Source: an optimization exercise on an open RTL-to-GDS flow (aim: small area, a short achievable clock period and few clock cycles per item). Production flows keep margins and buffers that such runs may drop.
In this exercise RTL edits were held to simulation tests only and were not proved equivalent to the original.
Power and IR drop assume default switching activity.

[flow/run.sh]
#!/bin/bash
# synth_recipe.tcl (not shown) runs the flow's synth.tcl, then flattens the netlist and writes it again
# the make line also repeats each setting of config.mk as NAME=value (left out here)
make -C /OpenROAD-flow-scripts/flow DESIGN_CONFIG=/design/flow/config.mk WORK_HOME=/design/flow/orfs CLKGATE_MAP_FILE= SYNTH_SCRIPT=/design/flow/synth_recipe.tcl finish
[flow/config.mk]
export PLATFORM = sky130hd
export DESIGN_NAME = compact_number_encoder
export DESIGN_NICKNAME = compact_number_encoder
export VERILOG_FILES = /design/flow/design.v
export SDC_FILE = /design/flow/constraint.sdc
export NUM_CORES = 4
export LEC_CHECK = 0
export CAP_MARGIN = 20
export CORE_MARGIN = 2
export CORE_UTILIZATION = 40
export SLEW_MARGIN = 20
[flow/constraint.sdc]
create_clock -name core_clock -period 9.0 [get_ports {i_clk}]
set_input_delay 1.8000 -clock core_clock [delete_from_list [all_inputs] [get_ports {i_clk}]]
set_output_delay 1.8000 -clock core_clock [all_outputs]
set_load 0.01 [all_outputs]
[flow/design.v]
package cne_pkg;
    localparam int NUM_TAGS = 6;
    localparam int QUEUE_DEPTH = 4;
    localparam int MAX_BYTES = 9;
    localparam logic [2:0] REG_TAG_ZERO     = 3'd0;
    localparam logic [2:0] REG_TAG_ONE      = 3'd1;
    localparam logic [2:0] REG_TAG_INTEGER  = 3'd2;
    localparam logic [2:0] REG_TAG_HALF     = 3'd3;
    localparam logic [2:0] REG_TAG_SINGLE   = 3'd4;
    localparam logic [2:0] REG_TAG_DOUBLE   = 3'd5;
    typedef struct packed {
        logic [71:0] bytes;
        logic [3:0]  count;
    } t_run;
    typedef struct packed {
        logic [7:0] zero;
        logic [7:0] one;
        logic [7:0] integ;
        logic [7:0] half;
        logic [7:0] single;
        logic [7:0] dbl;
    } t_tags;
    function automatic logic [2:0] follow_count(input logic [31:0] mag);
        logic [27:0] s;
        s = mag[31:4];
        if (s == 28'd0) follow_count = 3'd0;
        else if (s[27:8] == 20'd0) follow_count = 3'd1;
        else if (s[27:16] == 12'd0) follow_count = 3'd2;
        else if (s[27:24] == 4'd0) follow_count = 3'd3;
        else follow_count = 3'd4;
    endfunction
endpackage
module cne_front (
    input  logic                i_clk,
    input  logic                i_rst_n,
    input  logic                i_valid,
    input  logic                i_func,
    input  logic signed [31:0]  i_int_value,
    input  logic [63:0]         i_real_bits,
    input  logic                i_is_double,
    input  cne_pkg::t_tags      i_tags,
    output logic                o_valid,
    output cne_pkg::t_run       o_run
);
    logic        r_v1;
    logic        r_func;
    logic [31:0] r_int;
    logic [63:0] r_bits;
    logic        r_dbl;
    logic [31:0] r_fbits;
    logic        r_exact;
    logic        r_iok;
    logic [31:0] r_iraw;
    logic        r_hok;
    logic [31:0] r_hraw;
    logic        r_zero;
    logic        r_one;
    logic [31:0] n_fbits;
    logic        n_exact;
    logic        n_iok, n_hok;
    logic [31:0] n_iraw, n_hraw;
    always_comb begin
        logic        sgn;
        logic [10:0] e;
        logic [51:0] m;
        logic [52:0] sig;
        logic signed [12:0] ex;
        logic [5:0]  s;
        logic [31:0] base;
        logic [63:0] q;
        logic [63:0] r;
        logic [63:0] half;
        logic [63:0] msk;
        logic signed [12:0] ue;
        logic [52:0] ival;
        logic [52:0] fmask;
        logic [5:0]  fsh;
        logic [31:0] mag;
        sgn = i_real_bits[63];
        e = i_real_bits[62:52];
        m = i_real_bits[51:0];
        n_fbits = 32'd0;
        n_exact = 1'b0;
        sig = (e == 11'd0) ? {1'b0, m} : {1'b1, m};
        ex = (e == 11'd0) ? -13'sd1022 : $signed({2'b00, e}) - 13'sd1023;
        s = 6'd0;
        base = 32'd0;
        q = 64'd0;
        r = 64'd0;
        half = 64'd0;
        msk = 64'd0;
        if (e == 11'h7ff) begin
            n_exact = (m == 52'd0);
            n_fbits = (m == 52'd0) ? {sgn, 31'h7f800000}
                                   : {sgn, 31'h7fc00000} | {9'd0, m[51:29]};
        end else if (sig == 53'd0) begin
            n_exact = 1'b1;
            n_fbits = {sgn, 31'd0};
        end else if (ex > 13'sd127) begin
            n_fbits = {sgn, 31'h7f800000};
        end else if (ex < -13'sd151) begin
            n_fbits = {sgn, 31'd0};
        end else begin
            if (ex >= -13'sd126) begin
                s = 6'd29;
                base = {6'd0, 8'(ex + 13'sd126), 18'd0} << 5;
            end else begin
                s = 6'(-ex - 13'sd97);
            end
            q = 64'(sig) >> s;
            msk = (64'd1 << s) - 64'd1;
            r = 64'(sig) & msk;
            half = 64'd1 << (s - 6'd1);
            if (r > half || (r == half && q[0])) q = q + 64'd1;
            n_exact = (r == 64'd0);
            n_fbits = {sgn, 31'd0} | (base + q[31:0]);
        end
        n_iok = 1'b0;
        n_hok = 1'b0;
        n_iraw = 32'd0;
        n_hraw = 32'd0;
        ue = $signed({2'b00, e}) - 13'sd1023;
        ival = 53'd0;
        fmask = 53'd0;
        fsh = 6'd0;
        mag = 32'd0;
        if (e != 11'h7ff && e != 11'd0 && ue <= 13'sd31) begin
            if (ue >= 13'sd0) begin
                fsh = 6'(13'sd52 - ue);
                fmask = (53'd1 << fsh) - 53'd1;
                if ((sig & fmask) == 53'd0) begin
                    ival = sig >> fsh;
                    mag = ival[31:0];
                    if (ue <= 13'sd30 || (sgn && m == 52'd0)) begin
                        n_iok = 1'b1;
                        n_iraw = sgn ? (32'd0 - mag) : mag;
                    end
                end
            end
            if (ue >= -13'sd1 && ue <= 13'sd30) begin
                fsh = 6'(13'sd51 - ue);
                fmask = (53'd1 << fsh) - 53'd1;
                if ((sig & fmask) == 53'd0) begin
                    ival = sig >> fsh;
                    mag = ival[31:0];
                    if (ue <= 13'sd29 || (sgn && m == 52'd0)) begin
                        n_hok = 1'b1;
                        n_hraw = sgn ? (32'd0 - mag) : mag;
                    end
                end
            end
        end
    end
    always_ff @(posedge i_clk) begin
        if (!i_rst_n) begin
            r_v1 <= 1'b0;
        end else begin
            r_v1 <= i_valid;
        end
        r_func  <= i_func;
        r_int   <= i_int_value;
        r_bits  <= i_real_bits;
        r_dbl   <= i_is_double;
        r_fbits <= n_fbits;
        r_exact <= n_exact;
        r_iok   <= n_iok;
        r_iraw  <= n_iraw;
        r_hok   <= n_hok;
        r_hraw  <= n_hraw;
        r_zero  <= (i_real_bits[62:0] == 63'd0);
        r_one   <= (i_real_bits == 64'h3ff0000000000000);
    end
    function automatic cne_pkg::t_run int_code(input logic [31:0] raw);
        logic [71:0] rb;
        logic [31:0] mag;
        logic [2:0]  cnt;
        mag = raw[31] ? (32'd0 - raw) : raw;
        cnt = cne_pkg::follow_count(mag);
        rb = {36'd0, mag[31:4], ~raw[31], cnt, mag[3:0]};
        rb = rb & ((72'd1 << (8 * (32'(cnt) + 1))) - 72'd1);
        int_code = {rb, 4'(cnt) + 4'd1};
    endfunction
    cne_pkg::t_run ic;
    cne_pkg::t_run hc;
    logic [3:0] rbytes;
    always_comb begin
        ic = int_code(r_iraw);
        hc = int_code(r_hraw);
        rbytes = (r_dbl && !r_exact) ? 4'd8 : 4'd4;
        if (!r_func) begin
            o_run = int_code(r_int);
        end else if (r_zero) begin
            o_run = {{64'd0, i_tags.zero}, 4'd1};
        end else if (r_one) begin
            o_run = {{64'd0, i_tags.one}, 4'd1};
        end else if (r_iok && ic.count < rbytes) begin
            o_run = {{ic.bytes[63:0], i_tags.integ}, ic.count + 4'd1};
        end else if (r_hok && hc.count < rbytes) begin
            o_run = {{hc.bytes[63:0], i_tags.half}, hc.count + 4'd1};
        end else if (rbytes == 4'd4) begin
            o_run = {{32'd0, r_fbits, i_tags.single}, 4'd5};
        end else begin
            o_run = {{r_bits, i_tags.dbl}, 4'd9};
        end
    end
    assign o_valid = r_v1;
endmodule
module cne_back #(
    parameter int DEPTH = cne_pkg::QUEUE_DEPTH
) (
    input  logic           i_clk,
    input  logic           i_rst_n,
    input  logic           i_valid,
    input  cne_pkg::t_run  i_run,
    output logic           o_full,
    output logic           o_strobe,
    output logic [7:0]     o_out_byte,
    output logic           o_last_byte
);
    localparam int AW = $clog2(DEPTH);
    logic [75:0]   r_mem [DEPTH];
    logic [AW-1:0] r_wp, r_rp;
    logic [AW:0]   r_cnt;
    logic [3:0]    r_idx;
    logic          pop;
    logic [AW:0]   n_cnt;
    cne_pkg::t_run cur;
    logic [71:0]   cur_bytes;
    logic [3:0]    cur_count;
    assign cur = r_mem[r_rp];
    assign cur_bytes = cur[75:4];
    assign cur_count = cur[3:0];
    assign pop = (r_cnt != '0) && (r_idx == cur_count - 4'd1);
    assign n_cnt = r_cnt + (AW+1)'(i_valid) - (AW+1)'(pop);
    assign o_full = (r_cnt >= (AW+1)'(DEPTH - 2));
    always_ff @(posedge i_clk) begin
        if (i_valid) r_mem[r_wp] <= i_run;
    end
    always_ff @(posedge i_clk) begin
        if (!i_rst_n) begin
            r_wp <= '0;
            r_rp <= '0;
            r_cnt <= '0;
            r_idx <= 4'd0;
        end else begin
            if (i_valid) r_wp <= (r_wp == AW'(DEPTH - 1)) ? '0 : r_wp + 1'b1;
            if (pop) begin
                r_rp <= (r_rp == AW'(DEPTH - 1)) ? '0 : r_rp + 1'b1;
                r_idx <= 4'd0;
            end else if (r_cnt != '0) begin
                r_idx <= r_idx + 4'd1;
            end
            r_cnt <= n_cnt;
        end
    end
    always_ff @(posedge i_clk) begin
        if (!i_rst_n) begin
            o_strobe <= 1'b0;
        end else begin
            o_strobe <= (r_cnt != '0);
        end
        o_out_byte  <= cur_bytes[8*r_idx +: 8];
        o_last_byte <= pop;
    end
endmodule
module compact_number_encoder #(
    parameter int QUEUE_DEPTH = cne_pkg::QUEUE_DEPTH
) (
    input  logic                i_clk,
    input  logic                i_rst_n,
    input  logic                start,
    output logic                busy,
    input  logic                i_func,
    input  logic signed [31:0]  i_int_value,
    input  logic [63:0]         i_real_bits,
    input  logic                i_is_double,
    output logic                o_strobe,
    output logic [7:0]          o_out_byte,
    output logic                o_last_byte,
    input  logic                psel,
    input  logic                penable,
    input  logic                pwrite,
    input  logic [4:0]          paddr,
    input  logic [31:0]         pwdata,
    output logic [31:0]         prdata,
    output logic                pready
);
    cne_pkg::t_tags r_tags;
    cne_pkg::t_run  run;
    logic           fr_valid;
    logic           full;
    assign pready = 1'b1;
    assign busy = full;
    always_ff @(posedge i_clk) begin
        if (!i_rst_n) begin
            r_tags <= {8'd0, 8'd1, 8'd2, 8'd3, 8'd4, 8'd5};
        end else if (psel && penable && pwrite && pready) begin
            unique case (paddr[4:2])
                cne_pkg::REG_TAG_ZERO:    r_tags.zero   <= pwdata[7:0];
                cne_pkg::REG_TAG_ONE:     r_tags.one    <= pwdata[7:0];
                cne_pkg::REG_TAG_INTEGER: r_tags.integ  <= pwdata[7:0];
                cne_pkg::REG_TAG_HALF:    r_tags.half   <= pwdata[7:0];
                cne_pkg::REG_TAG_SINGLE:  r_tags.single <= pwdata[7:0];
                cne_pkg::REG_TAG_DOUBLE:  r_tags.dbl    <= pwdata[7:0];
                default: ;
            endcase
        end
    end
    always_comb begin
        unique case (paddr[4:2])
            cne_pkg::REG_TAG_ZERO:    prdata = {24'd0, r_tags.zero};
            cne_pkg::REG_TAG_ONE:     prdata = {24'd0, r_tags.one};
            cne_pkg::REG_TAG_INTEGER: prdata = {24'd0, r_tags.integ};
            cne_pkg::REG_TAG_HALF:    prdata = {24'd0, r_tags.half};
            cne_pkg::REG_TAG_SINGLE:  prdata = {24'd0, r_tags.single};
            cne_pkg::REG_TAG_DOUBLE:  prdata = {24'd0, r_tags.dbl};
            default:                  prdata = 32'd0;
        endcase
    end
    cne_front u_front (
        .i_clk       (i_clk),
        .i_rst_n     (i_rst_n),
        .i_valid     (start && !busy),
        .i_func      (i_func),
        .i_int_value (i_int_value),
        .i_real_bits (i_real_bits),
        .i_is_double (i_is_double),
        .i_tags      (r_tags),
        .o_valid     (fr_valid),
        .o_run       (run)
    );
    cne_back #(.DEPTH(QUEUE_DEPTH)) u_back (
        .i_clk       (i_clk),
        .i_rst_n     (i_rst_n),
        .i_valid     (fr_valid),
        .i_run       (run),
        .o_full      (full),
        .o_strobe    (o_strobe),
        .o_out_byte  (o_out_byte),
        .o_last_byte (o_last_byte)
    );
endmodule
==> run notes <==
[cells in the mapped netlist (45+ instances only)]
cell,count
a211oi_1,81
a21oi_1,285
a31oi_1,50
and2_1,65
buf_1,50
buf_2,58
clkbuf_1,297
dfxtp_1,271
edfxtp_1,304
ha_1,110
inv_1,78
mux2_2,73
mux2i_1,235
mux4_2,161
nand2_1,602
nand3_1,140
nand4_1,68
nor2_1,501
nor2b_1,73
nor3_1,122
nor4_1,50
o211ai_1,45
o21ai_0,305
o22ai_1,89
o31ai_1,64
xnor2_1,96
xor2_1,150
[final cells by class]
| type | count | share of cell area (%) |
|---|---|---|
| diodes | 15 | 0.0700 |
| inverters | 84 | 0.614 |
| clock inverters | 32 | 0.532 |
| repair buffers | 778 | 12.0 |
| well taps | 1488 | 3.47 |
| multi-input cells | 4010 | 53.1 |
| flip-flops and latches | 575 | 27.2 |
| clock buffers | 78 | 3.05 |
[final timing paths]
kind	from	to	slack (ns)	cells past startpoint
setup reg to reg	u_front.r_iraw[1]	u_back.r_mem[1][4]	1.97	19
setup / recovery	i_real_bits[53]	u_front.r_fbits[30]	0.26	41
hold / removal	r_tags[32]	r_tags[32]	0.51	2
hold reg to reg	r_tags[32]	r_tags[32]	0.51	2
[worst max-delay path, delay by kind of cell]
kind                     cells  cell delay (ns)
adder cells (fa/ha/maj)      4             0.96
buffers and inverters        6             0.93
AO/OA/AOI/OAI               14             2.25
XOR/XNOR                     3             0.50
AND/OR/NAND/NOR             14             2.76
[flip-flops by register name, summed over array words and instances (netlist names), 2 cells and up, named ones only]
signal and count:
u_back.r_mem 304, r_tags 48, u_front.r_bits 64, u_back.r_idx 4, u_front.r_fbits 32, u_front.r_int 32, u_front.r_hraw 32, u_back.r_wp 2
u_back.r_cnt 3, u_front.r_iraw 32, u_back.o_out_byte 8, u_back.r_rp 2
[timing repair]
action	4_1_cts	5_1_grt
setup endpoints to repair	5	7
pin swaps	17	53
hold endpoints to repair	0	0
setup buffers	11	29
gates resized for setup	32	77
[logic make-up (layout without fill, tap and decap cells)]
group / count (synthesis) / after routing / synth area share (%)
AO/OA/AOI/OAI: 1314 / 1314 / 19.4
buffers and inverters: 533 / 972 / 5.04
adder cells (fa/ha/maj): 112 / 112 / 3.18
AND/OR/NAND/NOR: 1838 / 1838 / 19.4
multiplexers: 470 / 470 / 15.3
other: 2 / 43 / 0.0169
flip-flops: 575 / 575 / 32.7
XOR/XNOR: 248 / 248 / 4.93
[metal layers]
| layer | vias up | part of all wire (%) | global-route usage [%] |
|---|---|---|---|
| li1 | 19800 | - | - |
| met1 | 21700 | 38 | 45.0 |
| met2 | 2908 | 44 | 56.1 |
| met3 | 887 | 11 | 9.72 |
| met4 | 10 | 8.0 | 24.3 |
| met5 | - | 0.063 | 0.511 |
[power by group through the flow]
stage / combinational (mW) / sequential, mW / clock, mW
6_report: 3.47 / 3.03 / 2.42
5_1_grt: 3.64 / 3.04 / 2.55
4_1_cts: 3.32 / 3.03 / 2.46
3_5_place_dp: 3.28 / 3.08 / 0
3_3_place_gp: 3.28 / 3.08 / 0
2_1_floorplan: 1.99 / 3.05 / 0
[metrics by stage]
step	total power, mW	hold slack, ns
CTS	8.80	0.507
finish	8.92	0.506
global placement	6.36	0.480
detailed placement	6.37	0.489
global route	9.23	0.546
floorplan	5.04	0.459
==> results.cfg <==
[clock_network]
root_buffer = clkbuf_16
path_clk_slew_ns = 0.07
htree_levels = 2
numCtsBuffers = 58
clk-insertion-delay-late_ns = 0.63
cts_hold_buffers = 0
numClockSinks = 575
clockBufferDepth = 3
cts_tree = done

[logic_synthesis]
netlist_area_um2 = 44600
yosys_warnings = 3
yosys.area.top_type = edfxtp_1
avgSynthCellArea_um2 = 8.75
synthArstFlopShare_pct = 0
ys_top_cells_by_area = edfxtp_1 (20%), dfxtp_1 (12%), mux4_2 (8.1%)
synth_top_area_share_pct = 20.5
synth-edff-count = 304
synthCells = 5092
ys_types = 114
synth-seq-cells = 575
yosysSeqAreaShare_pct = 32.7
ys.flop_type = edfxtp_1

[die]
core_um2 = 111000
die_area_um2 = 114000
die_w_um = 338
rows = 122
io_pins = 185
die_h_um = 338
initial_core_util_pct = 40.3

[critical_path]
path_max_fanout = 8
crit_type = input pin to register
critPathMaxStageDelay_ns = 0.44
cp_common_cell = buf_6
startpoint_type = input pin
worst-endpoint-required_ns = 9.47
cp.arrival_ns = 9.21
end_kind = register
cp_slowest_cell = or3_4

[timing]
slew_headroom_pct = 23.2
hold_viol = 0
max_freq_mhz = 114
worst_slew_pin_slew_ns = 1.15
fin_tns_setup_ns = 0
layout_setup_ws_ns = 0.259
drv_slew = 0
finalCriticalPeriod_ns = 8.74
fin_crit_sh_pct = 97.1
setup_viol = 0
clock-skew-final_ns = 0.0206

[pwr]
power_density_nw_per_um2 = 166
p_sw_mw = 3.25
ir_drop_uv = 175
intPower_mw = 5.67
p_leak_nw = 20.3
p_comb_share_pct = 38.9
p_seq_share_pct = 34.0
swShare_pct = 36.5
clockPowerShare_pct = 27.1

[min_path]
hold_class = register to register

[placement]
place_area_um2 = 51000
port_buffers = 133
gp_congestion = 1.05
dpl.hpwl_mm = 155
post-place-ws_ns = -1.11
dp_cells = 6895

[finish]
post-route-util_pct = 48.5
mostFrequentLayoutCells = buf_4 (617), nand2_1 (596), nor2_1 (493)
n_fill_cell = 10600
fin_cells = 7060
final_area_um2 = 53600
final_nets = 5760
drive_above_1_share_pct = 20.8
layout_commonest_cell = buf_4
seqCellArea_um2 = 14600
multi_input_area_um2 = 28500
syn_to_final_growth_pct = 20.4

[global_routing]
overflow = 0
grt_max_degree = 71
grt.total_usage_pct = 36.5
grt_pass1_wl_mm = 304
antenna_found_initial = 25
grt_pass1_vias = 43000

[route]
drc = 0
drt_wl_total_mm = 214
vias_per_cell = 6.43
ant_nets = 0
detailedRoute.firstPassIterationCount = 10
num_vias = 45400
drt-initial-drc-count = 6426
post_drt_wl_per_cell_um = 30.3

[flow_run]
max_cap_viol_count = 0

[status]
status = complete, no violations
Testbench counts, summed over its fixed seeds: cycles 14,865, items 3,200.

re-timing with driven ports:
In the flow no input, the clock included, has a driving cell. The finished layout below was timed again as built, in two steps.
Step 1: set_driving_cell puts a clkbuf_16 on i_clk and a buf_2 on each other input, an assumption about the parent block.
Step 2 moves the port delays by t, midway between the first and last clock arrival at a register: inputs arrive t later, outputs are due t later. That takes back most of the time a late clock gives input paths.
Slacks: ideal ports / drivers / drivers and shift; pairs: ideal ports / drivers.
t (ns): 0.691
setup slack, ns: 0.259 / 0.295 / -0.396
worst hold slack (ns): 0.506 / 0.506 / 0.506
worst data-port slew with drivers (ns): 0.09
pins driven straight from the clock port: 1
With both steps, setup timing fails in this run, where it was met with ideal ports. The setup slack of this run moves by +0.036 ns with the drivers and by -0.655 ns with both steps.
